Background: an optimization exercise with open tools, aiming at small area and a short achievable clock period. Do not read the settings as production practice. At most, simulation tests tie the RTL to the original design; equivalence was not proved. Power is estimated from default activity; no workload was simulated. No driver is modelled on the clock port, so clocking that relies on it looks cheaper here than on a real chip.

==> inputs of v6 <==
==> flow/design.v <==
module data_mem_responder #(
  parameter int DEPTH       = 64,
  parameter int WAIT_CYCLES = 2
) (
  input  logic        CLK,
  input  logic        Reset,
  input  logic        req,
  input  logic        we,
  input  logic [31:0] addr,
  input  logic [31:0] wdata,
  input  logic [3:0]  be,
  output logic [31:0] rdata,
  output logic        ack,
  output logic        err,
  output logic        busy
);
  localparam int AW = $clog2(DEPTH);
  localparam int NG = DEPTH / 4;
  localparam int GW = AW - 2;
  logic          r_busy, r_ack, r_err;
  logic          r_st1, r_ld1, r_p2, r_ld2;
  logic          r_pa, r_pb;
  logic [1:0]    r_rot, r_pos;
  logic [GW-1:0] r_grp;
  logic [3:0]    r_be;
  logic [31:0]   r_wdata;
  logic [31:0]   r_hold, r_rdata;
  logic          w_acc, w_legal, w_wr, w_cap;
  logic [1:0]    w_pos_in;
  logic [1:0]    r_sel [NG];
  assign w_acc   = req && !r_busy;
  assign w_legal = (addr[1:0] == 2'b00) && (addr[31:AW+2] == '0);
  assign rdata = r_rdata;
  assign ack   = r_ack;
  assign err   = r_err;
  assign busy  = r_busy;
  assign w_pos_in = addr[3:2] + r_rot + 2'd1;
  assign w_wr  = (r_pa || r_pb) && (r_pos == 2'd3);
  assign w_cap = !r_busy && !(r_pb && !w_wr);
  always_ff @(posedge CLK or posedge Reset)
    if (Reset) begin
      r_busy <= 1'b0;
      r_ack  <= 1'b0;
      r_err  <= 1'b0;
      r_st1  <= 1'b0;
      r_ld1  <= 1'b0;
      r_p2   <= 1'b0;
      r_ld2  <= 1'b0;
      r_pa   <= 1'b0;
    end else begin
      r_busy <= w_acc || r_st1 || r_ld1 || r_p2;
      r_ack  <= (w_acc && !w_legal) || r_p2;
      r_err  <= w_acc && !w_legal;
      r_st1  <= w_acc && w_legal && we;
      r_ld1  <= w_acc && w_legal && !we;
      r_p2   <= r_st1 || r_ld1;
      r_ld2  <= r_ld1;
      r_pa   <= (w_acc && w_legal && we) || (r_pa && r_st1 && !w_wr);
    end
  always_ff @(posedge CLK)
    r_pb <= (r_pa && !r_st1 && !w_wr) || (r_pb && !w_wr);
  always_ff @(posedge CLK)
    r_rot <= r_rot + 2'd1;
  always_ff @(posedge CLK)
    if (w_cap) begin
      r_grp   <= addr[AW+1:4];
      r_pos   <= w_pos_in;
      r_be    <= be;
      r_wdata <= wdata;
    end else begin
      r_pos   <= r_pos + 2'd1;
    end
  logic [31:0] q [NG][4];
  logic [NG-1:0] w_gsel;
  for (genvar g = 0; g < NG; g++) begin : g_grp
    assign w_gsel[g] = (r_grp == GW'(g));
    always_ff @(posedge CLK) begin
      q[g][1] <= q[g][0];
      q[g][2] <= q[g][1];
      q[g][3] <= q[g][2];
    end
    for (genvar b = 0; b < 4; b++) begin : g_byte
      always_ff @(posedge CLK)
        q[g][0][8*b +: 8] <= (w_wr && w_gsel[g] && r_be[b]) ? r_wdata[8*b +: 8] : q[g][3][8*b +: 8];
    end
    for (genvar h = 0; h < 2; h++) begin : g_rsel
      always_ff @(posedge CLK)
        r_sel[g][h] <= (!r_busy && addr[AW+1:4] == GW'(g) && w_pos_in == 2'(2*h)) ||
                       (r_ld1 && w_gsel[g] && r_pos + 2'd1 == 2'(2*h));
    end
  end
  logic [31:0] w_m;
  always_comb begin
    w_m = '0;
    for (int g = 0; g < NG; g++) begin
      w_m = w_m | (q[g][0] & {32{r_sel[g][0]}});
      w_m = w_m | (q[g][2] & {32{r_sel[g][1]}});
    end
  end
  always_ff @(posedge CLK)
    r_hold <= w_m;
  always_ff @(posedge CLK or posedge Reset)
    if (Reset) r_rdata <= '0;
    else       r_rdata <= r_ld2 ? (r_hold | w_m) : '0;
endmodule
==> flow/run.sh <==
#!/bin/bash
# synth_recipe.tcl (not shown) runs the flow's synth.tcl, then flattens the netlist and writes it again
# the make line also repeats each setting of config.mk as NAME=value (left out here)
make -C /OpenROAD-flow-scripts/flow DESIGN_CONFIG=/design/flow/config.mk WORK_HOME=/design/flow/orfs CLKGATE_MAP_FILE= SYNTH_SCRIPT=/design/flow/synth_recipe.tcl finish
==> flow/config.mk <==
export PLATFORM = sky130hd
export DESIGN_NAME = data_mem_responder
export DESIGN_NICKNAME = data_mem_responder
export VERILOG_FILES = /design/flow/design.v
export SDC_FILE = /design/flow/constraint.sdc
export NUM_CORES = 4
export LEC_CHECK = 0
export CAP_MARGIN = 20
export CORE_MARGIN = 2
export CORE_UTILIZATION = 60
export SLEW_MARGIN = 20
==> flow/constraint.sdc <==
create_clock -name core_clock -period 4.6 [get_ports {CLK}]
set_input_delay 0.9200 -clock core_clock [delete_from_list [all_inputs] [get_ports {CLK}]]
set_output_delay 0.9200 -clock core_clock [all_outputs]
set_load 0.01 [all_outputs]
==> inputs of v30, as changes to v6 <==
--- a/flow/design.v
+++ b/flow/design.v
@@ -24,7 +24,12 @@
   logic [GW-1:0] r_grp;
   logic [3:0]    r_be;
-  logic [31:0]   r_wdata;
-  logic [31:0]   r_hold, r_rdata;
+  logic [31:0]   r_data;
+  logic [31:0]   r_rdata;
   logic          w_acc, w_legal, w_wr, w_cap;
+  logic          w_pa_n, w_pb_n;
+  logic [1:0]    w_pos_n;
+  logic [GW-1:0] w_grp_n;
+  logic          r_wr;
+  logic [NG-1:0] r_wg;
   logic [1:0]    w_pos_in;
   logic [1:0]    r_sel [NG];
@@ -36,5 +41,5 @@
   assign busy  = r_busy;
   assign w_pos_in = addr[3:2] + r_rot + 2'd1;
-  assign w_wr  = (r_pa || r_pb) && (r_pos == 2'd3);
+  assign w_wr  = r_wr;
   assign w_cap = !r_busy && !(r_pb && !w_wr);
   always_ff @(posedge CLK or posedge Reset)
@@ -56,8 +61,17 @@
       r_p2   <= r_st1 || r_ld1;
       r_ld2  <= r_ld1;
-      r_pa   <= (w_acc && w_legal && we) || (r_pa && r_st1 && !w_wr);
+      r_pa   <= w_pa_n;
     end
+  assign w_pa_n  = !Reset && ((w_acc && w_legal && we) || (r_pa && r_st1 && !w_wr));
+  assign w_pb_n  = (r_pa && !r_st1 && !w_wr) || (r_pb && !w_wr);
+  assign w_pos_n = w_cap ? w_pos_in : r_pos + 2'd1;
+  assign w_grp_n = w_cap ? addr[AW+1:4] : r_grp;
   always_ff @(posedge CLK)
-    r_pb <= (r_pa && !r_st1 && !w_wr) || (r_pb && !w_wr);
+    r_pb <= w_pb_n;
+  always_ff @(posedge CLK) begin
+    r_wr <= (w_pa_n || w_pb_n) && (w_pos_n == 2'd3);
+    for (int g = 0; g < NG; g++)
+      r_wg[g] <= (w_pa_n || w_pb_n) && (w_pos_n == 2'd3) && (w_grp_n == GW'(g));
+  end
   always_ff @(posedge CLK)
     r_rot <= r_rot + 2'd1;
@@ -67,5 +81,4 @@
       r_pos   <= w_pos_in;
       r_be    <= be;
-      r_wdata <= wdata;
     end else begin
       r_pos   <= r_pos + 2'd1;
@@ -82,5 +95,5 @@
     for (genvar b = 0; b < 4; b++) begin : g_byte
       always_ff @(posedge CLK)
-        q[g][0][8*b +: 8] <= (w_wr && w_gsel[g] && r_be[b]) ? r_wdata[8*b +: 8] : q[g][3][8*b +: 8];
+        q[g][0][8*b +: 8] <= (r_wg[g] && r_be[b]) ? r_data[8*b +: 8] : q[g][3][8*b +: 8];
     end
     for (genvar h = 0; h < 2; h++) begin : g_rsel
@@ -99,7 +112,8 @@
   end
   always_ff @(posedge CLK)
-    r_hold <= w_m;
+    if (w_cap)      r_data <= wdata;
+    else if (r_ld1) r_data <= w_m;
   always_ff @(posedge CLK or posedge Reset)
     if (Reset) r_rdata <= '0;
-    else       r_rdata <= r_ld2 ? (r_hold | w_m) : '0;
+    else       r_rdata <= r_ld2 ? (r_data | w_m) : '0;
 endmodule
==> flow/flow/run.sh (new file) <==
#!/bin/bash
# Layout flow: the standard ORFS flow (standard.sh), with two changes:
#  * port buffers are plain buffers (buf_2) instead of the delay cell buffer_ports picks;
#  * CTS clusters up to 25 sinks within 80 um per leaf buffer and adds no dummy load
#    cells to balance leaf nets.
# ORFS writes each step's full log under orfs/logs/; make's own output goes to standard.log.
set -euo pipefail
export BUFFER_PORTS_ARGS="-buffer_cell sky130_fd_sc_hd__buf_2"
export CTS_ARGS="-sink_clustering_enable -repair_clock_nets -dont_use_dummy_load -sink_clustering_size 25 -sink_clustering_max_diameter 80"
bash standard.sh > standard.log 2>&1
==> flow/standard.sh (new file) <==
#!/bin/bash
# synth_recipe.tcl (not shown) runs the flow's synth.tcl, then flattens the netlist and writes it again
# the make line also repeats each setting of config.mk as NAME=value (left out here)
make -C /OpenROAD-flow-scripts/flow DESIGN_CONFIG=/design/flow/config.mk WORK_HOME=/design/flow/orfs CLKGATE_MAP_FILE= SYNTH_SCRIPT=/design/flow/synth_recipe.tcl "${@:-finish}"
--- a/flow/config.mk
+++ b/flow/config.mk
@@ -9,3 +9,4 @@
 export CORE_MARGIN = 2
 export CORE_UTILIZATION = 60
+export SETUP_SLACK_MARGIN = 2.6
 export SLEW_MARGIN = 20
removed: flow/run.sh
==> inputs of v27, as changes to v6 <==
--- a/flow/design.v
+++ b/flow/design.v
@@ -24,7 +24,12 @@
   logic [GW-1:0] r_grp;
   logic [3:0]    r_be;
-  logic [31:0]   r_wdata;
-  logic [31:0]   r_hold, r_rdata;
+  logic [31:0]   r_data;
+  logic [31:0]   r_rdata;
   logic          w_acc, w_legal, w_wr, w_cap;
+  logic          w_pa_n, w_pb_n;
+  logic [1:0]    w_pos_n;
+  logic [GW-1:0] w_grp_n;
+  logic          r_wr;
+  logic [NG-1:0] r_wg;
   logic [1:0]    w_pos_in;
   logic [1:0]    r_sel [NG];
@@ -36,5 +41,5 @@
   assign busy  = r_busy;
   assign w_pos_in = addr[3:2] + r_rot + 2'd1;
-  assign w_wr  = (r_pa || r_pb) && (r_pos == 2'd3);
+  assign w_wr  = r_wr;
   assign w_cap = !r_busy && !(r_pb && !w_wr);
   always_ff @(posedge CLK or posedge Reset)
@@ -56,8 +61,17 @@
       r_p2   <= r_st1 || r_ld1;
       r_ld2  <= r_ld1;
-      r_pa   <= (w_acc && w_legal && we) || (r_pa && r_st1 && !w_wr);
+      r_pa   <= w_pa_n;
     end
+  assign w_pa_n  = !Reset && ((w_acc && w_legal && we) || (r_pa && r_st1 && !w_wr));
+  assign w_pb_n  = (r_pa && !r_st1 && !w_wr) || (r_pb && !w_wr);
+  assign w_pos_n = w_cap ? w_pos_in : r_pos + 2'd1;
+  assign w_grp_n = w_cap ? addr[AW+1:4] : r_grp;
   always_ff @(posedge CLK)
-    r_pb <= (r_pa && !r_st1 && !w_wr) || (r_pb && !w_wr);
+    r_pb <= w_pb_n;
+  always_ff @(posedge CLK) begin
+    r_wr <= (w_pa_n || w_pb_n) && (w_pos_n == 2'd3);
+    for (int g = 0; g < NG; g++)
+      r_wg[g] <= (w_pa_n || w_pb_n) && (w_pos_n == 2'd3) && (w_grp_n == GW'(g));
+  end
   always_ff @(posedge CLK)
     r_rot <= r_rot + 2'd1;
@@ -67,8 +81,9 @@
       r_pos   <= w_pos_in;
       r_be    <= be;
-      r_wdata <= wdata;
     end else begin
       r_pos   <= r_pos + 2'd1;
     end
+  logic [31:0] w_data_n;
+  assign w_data_n = ~r_data;
   logic [31:0] q [NG][4];
   logic [NG-1:0] w_gsel;
@@ -81,6 +96,12 @@
     end
     for (genvar b = 0; b < 4; b++) begin : g_byte
+      logic       w_hold_n;
+      logic [7:0] w_d;
+      assign w_hold_n = !(r_wg[g] && r_be[b]);
+      for (genvar k = 0; k < 8; k++) begin : g_bit
+        dmr_wmux u_w (.keep(w_hold_n), .q(q[g][3][8*b+k]), .dn(w_data_n[8*b+k]), .d(w_d[k]));
+      end
       always_ff @(posedge CLK)
-        q[g][0][8*b +: 8] <= (w_wr && w_gsel[g] && r_be[b]) ? r_wdata[8*b +: 8] : q[g][3][8*b +: 8];
+        q[g][0][8*b +: 8] <= w_d;
     end
     for (genvar h = 0; h < 2; h++) begin : g_rsel
@@ -91,15 +112,38 @@
   end
   logic [31:0] w_m;
-  always_comb begin
-    w_m = '0;
-    for (int g = 0; g < NG; g++) begin
-      w_m = w_m | (q[g][0] & {32{r_sel[g][0]}});
-      w_m = w_m | (q[g][2] & {32{r_sel[g][1]}});
+  for (genvar i = 0; i < 32; i++) begin : g_rbit
+    logic [2*NG-1:0] w_sel, w_dat;
+    logic [10:0]     w_y;
+    for (genvar g = 0; g < NG; g++) begin : g_t
+      assign w_sel[2*g]   = r_sel[g][0];
+      assign w_dat[2*g]   = q[g][0][i];
+      assign w_sel[2*g+1] = r_sel[g][1];
+      assign w_dat[2*g+1] = q[g][2][i];
     end
+    for (genvar k = 0; k < 10; k++) begin : g_s
+      dmr_aoi3 u_s (.a0(w_sel[3*k]), .b0(w_dat[3*k]), .a1(w_sel[3*k+1]), .b1(w_dat[3*k+1]),
+                    .a2(w_sel[3*k+2]), .b2(w_dat[3*k+2]), .y(w_y[k]));
+    end
+    dmr_aoi3 u_s10 (.a0(w_sel[30]), .b0(w_dat[30]), .a1(w_sel[31]), .b1(w_dat[31]),
+                    .a2(r_ld2), .b2(r_data[i]), .y(w_y[10]));
+    assign w_m[i] = !(&w_y);
   end
   always_ff @(posedge CLK)
-    r_hold <= w_m;
+    if (w_cap)      r_data <= wdata;
+    else if (r_ld1) r_data <= w_m;
   always_ff @(posedge CLK or posedge Reset)
     if (Reset) r_rdata <= '0;
-    else       r_rdata <= r_ld2 ? (r_hold | w_m) : '0;
+    else       r_rdata <= r_ld2 ? w_m : '0;
 endmodule
+module dmr_aoi3 (
+  input  logic a0, b0, a1, b1, a2, b2,
+  output logic y
+);
+  assign y = !((a0 && b0) || (a1 && b1) || (a2 && b2));
+endmodule
+module dmr_wmux (
+  input  logic keep, q, dn,
+  output logic d
+);
+  assign d = keep ? q : !dn;
+endmodule
==> flow/flow/run.sh (new file) <==
#!/bin/bash
# Layout flow: the standard ORFS flow (standard.sh), with two changes:
#  * port buffers are plain buffers (buf_2) instead of the delay cell buffer_ports picks;
#  * CTS clusters up to 30 sinks within 80 um per leaf buffer and adds no dummy load
#    cells to balance leaf nets.
# ORFS writes each step's full log under orfs/logs/; make's own output goes to standard.log.
set -euo pipefail
export BUFFER_PORTS_ARGS="-buffer_cell sky130_fd_sc_hd__buf_2"
export CTS_ARGS="-sink_clustering_enable -repair_clock_nets -dont_use_dummy_load -sink_clustering_size 30 -sink_clustering_max_diameter 80"
bash standard.sh > standard.log 2>&1
==> flow/standard.sh (new file) <==
#!/bin/bash
# synth_recipe.tcl (not shown) runs the flow's synth.tcl, then flattens the netlist and writes it again
# the make line also repeats each setting of config.mk as NAME=value (left out here)
make -C /OpenROAD-flow-scripts/flow DESIGN_CONFIG=/design/flow/config.mk WORK_HOME=/design/flow/orfs CLKGATE_MAP_FILE= SYNTH_SCRIPT=/design/flow/synth_recipe.tcl "${@:-finish}"
--- a/flow/config.mk
+++ b/flow/config.mk
@@ -9,3 +9,6 @@
 export CORE_MARGIN = 2
 export CORE_UTILIZATION = 60
+export SETUP_SLACK_MARGIN = 2.45
 export SLEW_MARGIN = 20
+export SYNTH_HIERARCHICAL = 1
+export SYNTH_MINIMUM_KEEP_SIZE = 0
removed: flow/run.sh
==> inputs of v36, as changes to v6 <==
--- a/flow/design.v
+++ b/flow/design.v
@@ -17,16 +17,14 @@
   localparam int AW = $clog2(DEPTH);
   localparam int NG = DEPTH / 4;
-  localparam int GW = AW - 2;
   logic          r_busy, r_ack, r_err;
   logic          r_st1, r_ld1, r_p2, r_ld2;
   logic          r_pa, r_pb;
-  logic [1:0]    r_rot, r_pos;
-  logic [GW-1:0] r_grp;
+  logic [1:0]    r_rot;
+  logic [AW-1:0] r_idx;
   logic [3:0]    r_be;
   logic [31:0]   r_wdata;
   logic [31:0]   r_hold, r_rdata;
-  logic          w_acc, w_legal, w_wr, w_cap;
-  logic [1:0]    w_pos_in;
-  logic [1:0]    r_sel [NG];
+  logic          w_acc, w_legal, w_wr, w_cap, w_rd;
+  logic [1:0]    w_pos;
   assign w_acc   = req && !r_busy;
   assign w_legal = (addr[1:0] == 2'b00) && (addr[31:AW+2] == '0);
@@ -35,6 +33,7 @@
   assign err   = r_err;
   assign busy  = r_busy;
-  assign w_pos_in = addr[3:2] + r_rot + 2'd1;
-  assign w_wr  = (r_pa || r_pb) && (r_pos == 2'd3);
+  assign w_pos = r_idx[1:0] + r_rot;
+  assign w_wr  = (r_pa || r_pb) && (w_pos == 2'd3);
+  assign w_rd  = (r_ld1 || r_ld2) && !w_pos[0];
   assign w_cap = !r_busy && !(r_pb && !w_wr);
   always_ff @(posedge CLK or posedge Reset)
@@ -64,15 +63,12 @@
   always_ff @(posedge CLK)
     if (w_cap) begin
-      r_grp   <= addr[AW+1:4];
-      r_pos   <= w_pos_in;
+      r_idx   <= addr[AW+1:2];
       r_be    <= be;
       r_wdata <= wdata;
-    end else begin
-      r_pos   <= r_pos + 2'd1;
     end
   logic [31:0] q [NG][4];
   logic [NG-1:0] w_gsel;
   for (genvar g = 0; g < NG; g++) begin : g_grp
-    assign w_gsel[g] = (r_grp == GW'(g));
+    assign w_gsel[g] = (r_idx[AW-1:2] == (AW-2)'(g));
     always_ff @(posedge CLK) begin
       q[g][1] <= q[g][0];
@@ -84,9 +80,4 @@
         q[g][0][8*b +: 8] <= (w_wr && w_gsel[g] && r_be[b]) ? r_wdata[8*b +: 8] : q[g][3][8*b +: 8];
     end
-    for (genvar h = 0; h < 2; h++) begin : g_rsel
-      always_ff @(posedge CLK)
-        r_sel[g][h] <= (!r_busy && addr[AW+1:4] == GW'(g) && w_pos_in == 2'(2*h)) ||
-                       (r_ld1 && w_gsel[g] && r_pos + 2'd1 == 2'(2*h));
-    end
   end
   logic [31:0] w_m;
@@ -94,6 +85,6 @@
     w_m = '0;
     for (int g = 0; g < NG; g++) begin
-      w_m = w_m | (q[g][0] & {32{r_sel[g][0]}});
-      w_m = w_m | (q[g][2] & {32{r_sel[g][1]}});
+      w_m = w_m | (q[g][0] & {32{w_rd && w_gsel[g] && !w_pos[1]}});
+      w_m = w_m | (q[g][2] & {32{w_rd && w_gsel[g] &&  w_pos[1]}});
     end
   end
--- a/flow/config.mk
+++ b/flow/config.mk
@@ -8,4 +8,4 @@
 export CAP_MARGIN = 20
 export CORE_MARGIN = 2
-export CORE_UTILIZATION = 60
+export CORE_UTILIZATION = 40
 export SLEW_MARGIN = 20
==> summary of the runs <==
The lowest routed wire length belongs to v27, the highest to v36.
Die area: v36 > v6 > v30 > v27.
In v30 the flip-flop and latch count is higher than in v36, by 17.
The highest total power belongs to v6, the lowest to v27.
Clock-buffer cell count: v6 > v36 > v30 > v27.
Between v36 and v30, the lower cell count is in v30 (gap 13%, measured against v30).
Synthesized area: v36 > v6 > v30 > v27.
==> figures <==
quantity                                                       v27        v6        v30        v36
Outcome                                   timing/DRC/antenna clean  timing/DRC/antenna clean  timing/DRC/antenna clean  timing/DRC/antenna clean
Via count                                                    30800     30700      34300      35500
Power Sequential                                          0.0190 W  0.0193 W   0.0201 W   0.0190 W
Placed wire-length estimate after detailed placement      77900 um  85700 um   92600 um  130000 um
Worst EP required                                          3.68 ns   3.68 ns    3.68 ns    5.35 ns
Layout clock area frac                                       3.47%     10.1%      3.93%      9.26%
Post-route clock period utilization                          48.3%     61.5%      48.4%      78.5%
Sequential element share of the synthesized area             80.5%     76.5%      77.8%      73.5%
Post-Place Cells                                              5338      5006       5556       6110
Post-CTS setup buffers                                           2         0         26          0
Setup slack after layout                                   2.38 ns   1.77 ns    2.37 ns   0.989 ns
Clk. pwr                                                 0.00845 W  0.0169 W  0.00928 W   0.0163 W
Clock power share                                            30.3%     46.4%      30.3%      44.9%
Count of buffer and inverter cells on the critical path          1         1          1          2
Length in cells of the worst reg-to-reg path                     4         6          2          8
Function not checked in v36: the RTL went through the layout flow alone.

static timing again, ports no longer ideal:
The flow's constraints put no driver on any port. The routed layouts listed below were extracted and timed again, unchanged, in two steps.
Step 1 sets driving cells, clkbuf_16 on the clock port and buf_2 on the other inputs (assumed; they add their load-dependent delay and slew).
Step 2 also shifts input and output timing later by t, the mid clock arrival at the registers, as if the neighbouring blocks saw the same clock.
a / b / c = ideal ports / drivers / drivers and shift; a / b = the first two.
| run | t (ns) | setup WS [ns] | pins driven straight from the clock port |
|---|---|---|---|
| v6 | 0.835 | 1.771 / 1.703 / 1.938 | 1 |
| v30 | 0.762 | 2.373 / 2.299 / 2.039 | 1 |
| v27 | 0.724 | 2.379 / 2.309 / 1.948 | 1 |
| v36 | 0.895 | 0.989 / 0.989 / 0.989 | 1 |
After both steps every run listed still meets setup and hold. For v27, which loses most, drivers alone change the setup slack by -0.070 ns; drivers and shift together by -0.431 ns.
